Background: an optimization exercise with open tools, aiming at small area, a short achievable clock period and few clock cycles. Do not read the settings as production practice. Function was checked by simulation only, so behaviour that the tests miss may differ from the original. Power is estimated from default activity; no workload was simulated.

== job 8575 ==
Design prbs_corr_top, start of the top module:
module prbs_corr_top (
    input  logic                       clk,
    input  logic                       rst_n,
    input  logic signed [12-1:0] adc_i_i,
    input  logic signed [12-1:0] adc_q_i,
    input  logic                       adc_valid_i,
    output logic                       adc_ready_o,
    input  logic                       cfg_enable_i,
    input  logic                       cfg_mode_i,
    input  logic [24-1:0]     cfg_threshold_i,
    output logic signed [24-1:0] corr_i_o,
    output logic signed [24-1:0] corr_q_o,
    output logic [7-1:0]    corr_bin_o,
    output logic                       corr_valid_o,
    output logic                       corr_last_o,
    output logic [24-1:0]     det_mag_o,
    output logic [7-1:0]    det_bin_o,
    output logic                       det_valid_o,
    output logic [16-1:0] det_count_o
);
    localparam int W = 18;
    logic [7*15-1:0]  bus_i, bus_q;
    logic        m7, wrap_pass, flush, first_add;
    logic        tap_valid, tap_last;
    logic [6:0]  tap_bin;
    logic [W-1:0] tap_i, tap_q;
    sample_capture u_sample_capture (
        .clk          (clk),
        .rst_n        (rst_n),
        .adc_i_i      (adc_i_i),
        .adc_q_i      (adc_q_i),
        .adc_valid_i  (adc_valid_i),
        .cfg_enable_i (cfg_enable_i),
        .cfg_mode_i   (cfg_mode_i),
        .adc_ready_o  (adc_ready_o),
        .bus_i_o      (bus_i),
  ...
Size in the first run: roughly 5,500 flip-flops, about 150,000 um2 of cells after synthesis.
Settings: LEC_CHECK=0, CAP_MARGIN=20, CORE_MARGIN=2, CORE_UTILIZATION=65, CTS_CLUSTER_DIAMETER=150, CTS_CLUSTER_SIZE=20, PLACE_DENSITY=0.76, SETUP_SLACK_MARGIN=4.5, SLEW_MARGIN=20; clock period 8.0 ns.
run.sh (not shown) runs the stock make flow with config.mk's settings and CLKGATE_MAP_FILE= SYNTH_SCRIPT=/design/flow/synth_recipe.tcl, a recipe that flattens the netlist after the stock synthesis.
Testbench counts of job 8575, summed over its fixed seeds: cycles 6,948.
Input changes introduced in job 147 (baseline for comparison: job 8575):
Settings: SETUP_SLACK_MARGIN changed from 4.5 to 4.45; CORE_UTILIZATION changed from 65 to 70; PLACE_DENSITY changed from 0.76 to 0.8.
Notes after the runs:
As far as slack of the worst reg-to-reg path is concerned, job 147 and job 8575 perform about the same. Between job 8575 and job 147, post-layout instance count excluding filler cells is lower for job 147, job 8575 comes in above that. Setup slack: job 8575 and job 147 compared, lower one is job 147. For area after detailed placement, job 147 and job 8575 come out practically identical. Fill cell total of the finished layout was higher in the run labelled job 8575. Of job 147 and job 8575, it is job 147 that has the lower placement row count. Horizontal extent of the die shrinks by a few percent when moving from job 8575 to job 147. Comparing routability congestion estimate for job 8575 and job 147, the bigger number came from job 8575.
Here is what was changed in the inputs of job 1174 compared with job 147.
Settings: swapping 0.8 for 0.76 in PLACE_DENSITY; swapping 70 for 65 in CORE_UTILIZATION; putting TNS_END_PERCENT at 30 where nothing was set.
Findings:
Compared with job 147, job 1174 shows die area higher by 17,000 um2. Final total power shrinks slightly when moving from job 147 to job 1174. Worst-case hold slack for job 1174: 3.3 ps down relative to job 147.
[inputs] job 6571 vs job 1174
Settings: TNS_END_PERCENT removed (was 30); CTS_CLUSTER_SIZE changed from 20 to 24.
Findings:
- The capturing instance or port of the critical path comes out u_corr_engine.ri[1631]$_DFF_P_ in one run and u_corr_engine.ri[929]$_DFF_P_ in the other, namely in job 6571 and job 1174 respectively.
- Between job 6571 and job 1174, it is job 6571 whose initial antenna violation count is higher, by 2.
- Compared with job 1174, job 6571 shows switching power total lower by 0.22 mW.
- Going from job 1174 to job 6571, clock period minus final worst setup slack +19 ps, worst setup slack -19 ps, total power consumption of the routed design -about 1.9%.
- Compared with job 1174, in job 6571 synthesis-to-finish area growth decreased 0.75 points; cell area after layout decreased about 0.7%.
- | met1 wire length | lower: job 6571 |
- The met2 track demand over resource in global routing of job 6571 falls short of that of job 1174 by 0.44 points.
[inputs] job 827 vs job 6571
Settings: CTS_CLUSTER_SIZE: 24 -> 20.
Results
Job 827 ends up with higher fraction of layout instances using a drive strength above 1 than job 6571 does. In the final reports, the cell area of job 827 is larger than that of job 6571. Non-clock buffer area fraction after layout delta (job 827 -> job 6571): insignificant. Delta (job 827 minus job 6571): wire length after detailed routing picked up an extra about 0.5%, worst setup margin picked up an extra 74 ps. Total number of nets in the final design went up slightly going from job 6571 to job 827. When the final numbers for job 6571 and job 827 were put side by side, the sequential share of layout area turned out to be smaller in job 827. The run showing the greater register-to-register slack is job 827. Relative area change from synthesis to final layout, job 6571 and job 827, higher one = job 827. In the tables for job 6571 and job 827, clock-cell share of area reads higher with job 827.

static timing again, ports no longer ideal:
The results above use ideal ports. As a check the final layouts listed here were re-extracted and re-timed, cells and wires unchanged. Step 1 assumes that a clkbuf_16 drives the clock port and a buf_2 every other input. Step 2, shift: input delay + t, output delay - t, t = (earliest + latest rising clock arrival at the registers) / 2. This alone moves slack from input paths to output paths. Slacks: ideal / step 1 / step 2; pairs: ideal / step 1.
| run | shift t [ns] | setup WS [ns] | worst setup path after step 2 | latest minus earliest clock arrival (ns) | slew at the worst register clock pin (ns) |
|---|---|---|---|---|---|
| job 8575 | 1.002 | 4.465 / 4.419 / 3.943 | input to register | 0.076 / 0.075 | 0.09 / 0.09 |
| job 147 | 1.015 | 4.456 / 4.426 / 3.886 | input to register | 0.070 / 0.070 | 0.09 / 0.09 |
| job 1174 | 1.000 | 4.414 / 4.333 / 3.859 | input to register | 0.068 / 0.069 | 0.09 / 0.09 |
| job 6571 | 1.012 | 4.395 / 4.395 / 3.861 | input to register | 0.081 / 0.081 | 0.10 / 0.10 |
| job 827 | 1.002 | 4.469 / 4.427 / 3.842 | input to register | 0.068 / 0.068 | 0.09 / 0.09 |
After both steps every run listed still meets setup and hold. The setup slack of job 827, which loses most, moves by -0.042 ns with the drivers and by -0.627 ns with both steps.
